Source: an optimization exercise on an open RTL-to-GDS flow (aim: small area and a short achievable clock period). Production flows keep margins and buffers that such runs may drop.
Only simulation tests tie the RTL to the original design; equivalence was not proved.

==> flow/design.v <==
package param_fifo_pkg;
    localparam int unsigned DEF_DATA_W    = 8;
    localparam int unsigned DEF_DEPTH     = 256;
    localparam int unsigned DEF_AF_MARGIN = 4;
    localparam int unsigned DEF_AE_LEVEL  = 4;
    localparam int unsigned FLAG_FULL   = 0;
    localparam int unsigned FLAG_EMPTY  = 1;
    localparam int unsigned FLAG_AFULL  = 2;
    localparam int unsigned FLAG_AEMPTY = 3;
    localparam int unsigned FLAG_W      = 4;
    function automatic integer clog2(input integer value);
        integer result;
        integer i;
        result = 0;
        for (i = 0; i < 32; i = i + 1) begin
            if ((32'd1 << i) < value) begin
                result = i + 1;
            end
        end
        clog2 = result;
    endfunction
endpackage
module fifo_mem
#(
    parameter int unsigned DATA_W = param_fifo_pkg::DEF_DATA_W,
    parameter int unsigned DEPTH  = param_fifo_pkg::DEF_DEPTH,
    localparam int unsigned AW    = param_fifo_pkg::clog2(DEPTH),
    localparam int unsigned LW    = AW / 2,
    localparam int unsigned HW    = AW - LW
) (
    input  logic               clk,
    input  logic               shift_i,
    input  logic [DATA_W-1:0]  wr_data_i,
    input  logic [2*(1<<LW)-1:0] rd_lo_i,
    input  logic [(1<<HW)-1:0] rd_hi_i,
    output logic [DATA_W-1:0]  rd_word_n_o
);
    localparam int unsigned NL = 1 << LW;       
    localparam int unsigned NH = 1 << HW;       
    localparam int unsigned NG = (NL + 2) / 3;  
    localparam int unsigned NM = (NG + 2) / 3;  
    logic [DATA_W-1:0] mem_q [DEPTH];
    logic [DATA_W-1:0] rot [NH*NL];
    always_ff @(posedge clk) begin
        if (shift_i) begin
            mem_q[0] <= wr_data_i;
            for (int i = 1; i < DEPTH; i++) mem_q[i] <= mem_q[i-1];
        end
    end
    always_comb begin
        for (int j = 0; j < NH*NL; j++)
            rot[j] = (j < DEPTH) ? mem_q[(j + DEPTH - 1) % DEPTH] : '0;
    end
    for (genvar b = 0; b < DATA_W; b++) begin : g_bit
        logic [3*NG-1:0] lo_p;
        assign lo_p = {{(3*NG-NL){1'b0}}, rd_lo_i[((2*b) / DATA_W)*NL +: NL]};
        logic [NH-1:0] row_n;    
        for (genvar h = 0; h < NH; h++) begin : g_row
            logic [3*NG-1:0] d;
            logic [3*NM-1:0] grp_n;
            logic [NM-1:0]   grp;
            for (genvar l = 0; l < 3*NG; l++) begin : g_d
                if (l < NL) begin : g_e
                    assign d[l] = rot[h*NL + l][b];
                end else begin : g_z
                    assign d[l] = 1'b0;
                end
            end
            for (genvar g = 0; g < 3*NM; g++) begin : g_grp
                if (3*g + 3 <= NL) begin : g_a3
                    fifo_aoi3 u_aoi (
                        .a0 (d[3*g]),   .s0 (lo_p[3*g]),
                        .a1 (d[3*g+1]), .s1 (lo_p[3*g+1]),
                        .a2 (d[3*g+2]), .s2 (lo_p[3*g+2]),
                        .y_n(grp_n[g])
                    );
                end else if (3*g + 2 == NL) begin : g_a2
                    fifo_aoi2 u_aoi (
                        .a0 (d[3*g]),   .s0 (lo_p[3*g]),
                        .a1 (d[3*g+1]), .s1 (lo_p[3*g+1]),
                        .y_n(grp_n[g])
                    );
                end else if (3*g + 1 == NL) begin : g_a1
                    fifo_nand2 u_aoi (.a(d[3*g]), .b(lo_p[3*g]), .y(grp_n[g]));
                end else begin : g_o
                    assign grp_n[g] = 1'b1;
                end
            end
            for (genvar m = 0; m < NM; m++) begin : g_m
                fifo_nand3 u_m (.a(grp_n[3*m]), .b(grp_n[3*m+1]), .c(grp_n[3*m+2]), .y(grp[m]));
            end
            if (NM == 2) begin : g_two
                fifo_o21ai u_r (.a1(grp[0]), .a2(grp[1]), .b1(rd_hi_i[h]), .y(row_n[h]));
            end else begin : g_any
                assign row_n[h] = !((|grp) && rd_hi_i[h]);
            end
        end
        localparam int unsigned N2 = (NH + 3) / 4;
        logic [4*N2-1:0] row_p;
        logic [N2-1:0]   l2;
        assign row_p = {{(4*N2-NH){1'b1}}, row_n};
        for (genvar k = 0; k < N2; k++) begin : g_l2
            fifo_nand4 u_n (.a(row_p[4*k]), .b(row_p[4*k+1]), .c(row_p[4*k+2]), .d(row_p[4*k+3]), .y(l2[k]));
        end
        if (N2 == 4) begin : g_fin4
            fifo_nor4 u_fin (.a(l2[0]), .b(l2[1]), .c(l2[2]), .d(l2[3]), .y(rd_word_n_o[b]));
        end else begin : g_finx
            assign rd_word_n_o[b] = !(|l2);
        end
    end
endmodule
module fifo_aoi3 (
    input  logic a0, s0, a1, s1, a2, s2,
    output logic y_n
);
    assign y_n = !((a0 && s0) || (a1 && s1) || (a2 && s2));
endmodule
module fifo_aoi2 (
    input  logic a0, s0, a1, s1,
    output logic y_n
);
    assign y_n = !((a0 && s0) || (a1 && s1));
endmodule
module fifo_nand2 (
    input  logic a, b,
    output logic y
);
    assign y = !(a && b);
endmodule
module fifo_nand3 (
    input  logic a, b, c,
    output logic y
);
    assign y = !(a && b && c);
endmodule
module fifo_o21ai (
    input  logic a1, a2, b1,
    output logic y
);
    assign y = !((a1 || a2) && b1);
endmodule
module fifo_nand4 (
    input  logic a, b, c, d,
    output logic y
);
    assign y = !(a && b && c && d);
endmodule
module fifo_nor4 (
    input  logic a, b, c, d,
    output logic y
);
    assign y = !(a || b || c || d);
endmodule
module param_fifo
#(
    parameter int unsigned DATA_W   = param_fifo_pkg::DEF_DATA_W,
    parameter int unsigned DEPTH    = param_fifo_pkg::DEF_DEPTH,
    parameter int unsigned AF_LEVEL = DEPTH - param_fifo_pkg::DEF_AF_MARGIN,
    parameter int unsigned AE_LEVEL = param_fifo_pkg::DEF_AE_LEVEL,
    localparam int unsigned AW      = param_fifo_pkg::clog2(DEPTH),
    localparam int unsigned CW      = AW + 1,
    localparam int unsigned LW      = AW / 2,
    localparam int unsigned HW      = AW - LW
) (
    input  logic              clk,
    input  logic              rst,
    input  logic              clear,
    input  logic              wr_en,
    input  logic [DATA_W-1:0] wr_data,
    input  logic              rd_en,
    output logic [DATA_W-1:0] rd_data,
    output logic              rd_valid,
    output logic              full,
    output logic              empty,
    output logic              almost_full,
    output logic              almost_empty,
    output logic [CW-1:0]     count,
    output logic              overflow,
    output logic              underflow
);
    logic [CW-1:0]      count_q, count_d, count_inc, count_dec;
    logic [CW-1:0]      ncnt_q, cnt;
    logic               nfull_q, empty_q;
    logic [(1<<LW)-1:0] lo_q, lo_d, lo_cur;
    logic [(1<<LW)-1:0] lo2_q, lo2_d, lo2_cur;
    logic [(1<<HW)-1:0] hi_q, hi_d, hi_cur;
    logic               full_q, nempty_q, afull_q, naempty_q;
    logic               rd_valid_q, overflow_q, underflow_q;
    logic [DATA_W-1:0]  rd_data_q, rd_word_n;
    logic               wr_acc, rd_acc, shift, up, down;
    assign rd_acc = rd_en && !empty_q && !clear;
    assign wr_acc = wr_en && (nfull_q || rd_acc) && !clear;
    assign shift  = wr_en && (nfull_q || rd_en);
    assign up     = wr_acc && !rd_acc;
    assign down   = rd_acc && !wr_acc;
    assign cnt       = ~ncnt_q;
    assign count_inc = cnt + CW'(1);
    assign count_dec = cnt - CW'(1);
    always_comb begin
        count_d = cnt;
        if (clear)     count_d = '0;
        else if (up)   count_d = count_inc;
        else if (down) count_d = count_dec;
    end
    always_comb begin
        lo_cur = '0;
        hi_cur = '0;
        lo_cur[cnt[LW-1:0]]  = 1'b1;
        hi_cur[cnt[AW-1:LW]] = 1'b1;
        lo_d = lo_cur;
        hi_d = hi_cur;
        if (clear) begin
            lo_d = (1<<LW)'(1);
            hi_d = (1<<HW)'(1);
        end else if (up) begin
            lo_d = {lo_cur[(1<<LW)-2:0], lo_cur[(1<<LW)-1]};
            if (&cnt[LW-1:0]) hi_d = {hi_cur[(1<<HW)-2:0], hi_cur[(1<<HW)-1]};
        end else if (down) begin
            lo_d = {lo_cur[0], lo_cur[(1<<LW)-1:1]};
            if (cnt[LW-1:0] == '0) hi_d = {hi_cur[0], hi_cur[(1<<HW)-1:1]};
        end
    end
    always_comb begin
        lo2_cur = '0;
        lo2_cur[count_q[LW-1:0]] = 1'b1;
        lo2_d = lo2_cur;
        if (clear)     lo2_d = (1<<LW)'(1);
        else if (up)   lo2_d = {lo2_cur[(1<<LW)-2:0], lo2_cur[(1<<LW)-1]};
        else if (down) lo2_d = {lo2_cur[0], lo2_cur[(1<<LW)-1:1]};
    end
    always_ff @(posedge clk) begin
        lo_q  <= lo_d;
        lo2_q <= lo2_d;
        hi_q  <= hi_d;
    end
    always_ff @(posedge clk or posedge rst) begin
        if (rst) begin
            count_q     <= '0;
            ncnt_q      <= '1;
            full_q      <= 1'b0;
            nfull_q     <= 1'b1;
            nempty_q    <= 1'b0;
            empty_q     <= 1'b1;
            afull_q     <= 1'b0;
            naempty_q   <= 1'b0;
            rd_valid_q  <= 1'b0;
            overflow_q  <= 1'b0;
            underflow_q <= 1'b0;
        end else begin
            count_q     <= count_d;
            ncnt_q      <= ~count_d;
            if (clear) begin
                full_q    <= 1'b0;
                nfull_q   <= 1'b1;
                nempty_q  <= 1'b0;
                empty_q   <= 1'b1;
                afull_q   <= 1'b0;
                naempty_q <= 1'b0;
            end else if (up) begin
                full_q    <= (32'(cnt) == DEPTH - 1);
                nfull_q   <= (32'(cnt) != DEPTH - 1);
                nempty_q  <= 1'b1;
                empty_q   <= 1'b0;
                afull_q   <= (32'(cnt) >= AF_LEVEL - 1);
                naempty_q <= (32'(cnt) > AE_LEVEL - 1);
            end else if (down) begin
                full_q    <= 1'b0;
                nfull_q   <= 1'b1;
                nempty_q  <= (32'(cnt) != 1);
                empty_q   <= (32'(cnt) == 1);
                afull_q   <= (32'(cnt) >= AF_LEVEL + 1);
                naempty_q <= (32'(cnt) > AE_LEVEL + 1);
            end
            rd_valid_q  <= rd_acc;
            overflow_q  <= !clear && (overflow_q || (wr_en && !wr_acc));
            underflow_q <= !clear && (underflow_q || (rd_en && empty_q));
        end
    end
    always_ff @(posedge clk or posedge rst) begin
        if (rst)         rd_data_q <= '0;
        else if (rd_acc) rd_data_q <= ~rd_word_n;
    end
    fifo_mem #(
        .DATA_W (DATA_W),
        .DEPTH  (DEPTH)
    ) u_mem (
        .clk         (clk),
        .shift_i     (shift),
        .wr_data_i   (wr_data),
        .rd_lo_i     ({lo2_q, lo_q}),
        .rd_hi_i     (hi_q),
        .rd_word_n_o (rd_word_n)
    );
    assign rd_data      = rd_data_q;
    assign rd_valid     = rd_valid_q;
    assign count        = count_q;
    assign full         = full_q;
    assign empty        = !nempty_q;
    assign almost_full  = afull_q;
    assign almost_empty = !naempty_q;
    assign overflow     = overflow_q;
    assign underflow    = underflow_q;
endmodule
clock: 5.0 ns
lec_check: 0
cap_margin: 20
cell_pad_in_sites_detail_placement: 1
cell_pad_in_sites_global_placement: 1
core_margin: 2
core_utilization: 40
cts_cluster_diameter: 100
cts_cluster_size: 25
setup_slack_margin: 2.8
slew_margin: 20
synth_hierarchical: 1
synth_minimum_keep_size: 0
run.sh (not shown) runs the stock make flow with config.mk's settings and CLKGATE_MAP_FILE= SYNTH_SCRIPT=/design/flow/synth_recipe.tcl, a recipe that flattens the netlist after the stock synthesis.
Then changed:
--- a/flow/design.v
+++ b/flow/design.v
@@ -31,7 +31,7 @@
     input  logic               clk,
     input  logic               shift_i,
     input  logic [DATA_W-1:0]  wr_data_i,
-    input  logic [2*(1<<LW)-1:0] rd_lo_i,
+    input  logic [(1<<LW)-1:0] rd_lo_i,
     input  logic [(1<<HW)-1:0] rd_hi_i,
     output logic [DATA_W-1:0]  rd_word_n_o
 );
@@ -51,9 +51,9 @@
         for (int j = 0; j < NH*NL; j++)
             rot[j] = (j < DEPTH) ? mem_q[(j + DEPTH - 1) % DEPTH] : '0;
     end
+    logic [3*NG-1:0] lo_p;
+    assign lo_p = {{(3*NG-NL){1'b0}}, rd_lo_i};
     for (genvar b = 0; b < DATA_W; b++) begin : g_bit
-        logic [3*NG-1:0] lo_p;
-        assign lo_p = {{(3*NG-NL){1'b0}}, rd_lo_i[((2*b) / DATA_W)*NL +: NL]};
         logic [NH-1:0] row_n;    
         for (genvar h = 0; h < NH; h++) begin : g_row
             logic [3*NG-1:0] d;
@@ -182,7 +182,6 @@
     logic [CW-1:0]      ncnt_q, cnt;
     logic               nfull_q, empty_q;
     logic [(1<<LW)-1:0] lo_q, lo_d, lo_cur;
-    logic [(1<<LW)-1:0] lo2_q, lo2_d, lo2_cur;
     logic [(1<<HW)-1:0] hi_q, hi_d, hi_cur;
     logic               full_q, nempty_q, afull_q, naempty_q;
     logic               rd_valid_q, overflow_q, underflow_q;
@@ -220,18 +219,9 @@
             if (cnt[LW-1:0] == '0) hi_d = {hi_cur[0], hi_cur[(1<<HW)-1:1]};
         end
     end
-    always_comb begin
-        lo2_cur = '0;
-        lo2_cur[count_q[LW-1:0]] = 1'b1;
-        lo2_d = lo2_cur;
-        if (clear)     lo2_d = (1<<LW)'(1);
-        else if (up)   lo2_d = {lo2_cur[(1<<LW)-2:0], lo2_cur[(1<<LW)-1]};
-        else if (down) lo2_d = {lo2_cur[0], lo2_cur[(1<<LW)-1:1]};
-    end
     always_ff @(posedge clk) begin
-        lo_q  <= lo_d;
-        lo2_q <= lo2_d;
-        hi_q  <= hi_d;
+        lo_q <= lo_d;
+        hi_q <= hi_d;
     end
     always_ff @(posedge clk or posedge rst) begin
         if (rst) begin
@@ -287,7 +277,7 @@
         .clk         (clk),
         .shift_i     (shift),
         .wr_data_i   (wr_data),
-        .rd_lo_i     ({lo2_q, lo_q}),
+        .rd_lo_i     (lo_q),
         .rd_hi_i     (hi_q),
         .rd_word_n_o (rd_word_n)
     );
Effect:
- final cell count decreases by 2.1%
- non-clock buffer count falls by 70
- final area came out lower by 1.2%
- wire length shrinks by 2.1%
- area after synthesis is lower by 1.1%

-- port drivers added, routing unchanged --
The flow's constraints put no driver on any port. The routed layouts listed below were extracted and timed again, unchanged, in two steps. Step 1 (the two cells are an assumption about what drives the block):
set clk [get_ports {clk}]
set_driving_cell -lib_cell sky130_fd_sc_hd__clkbuf_16 $clk
set_driving_cell -lib_cell sky130_fd_sc_hd__buf_2 [delete_from_list [all_inputs] $clk]
Step 2 moves the port delays by t, midway between the first and last clock arrival at a register: inputs arrive t later, outputs are due t later. That takes back most of the time a late clock gives input paths. Three values: no drivers, after step 1, after step 2; two values: the first two.
| run | shift t [ns] | slack for setup (ns) | worst hold slack (ns) | latest minus earliest clock arrival (ns) | cell pins on the clock port's net |
|---|---|---|---|---|---|
| the first run | 0.830 | 2.626 / 2.542 / 2.050 | 0.440 / 0.440 / 0.440 | 0.043 / 0.044 | 1 |
| the second run | 0.838 | 2.486 / 2.486 / 2.139 | 0.435 / 0.435 / 0.435 | 0.048 / 0.048 | 1 |
After both steps every run listed still meets setup and hold. For the first run, which loses most, drivers alone change the setup slack by -0.084 ns; drivers and shift together by -0.576 ns.
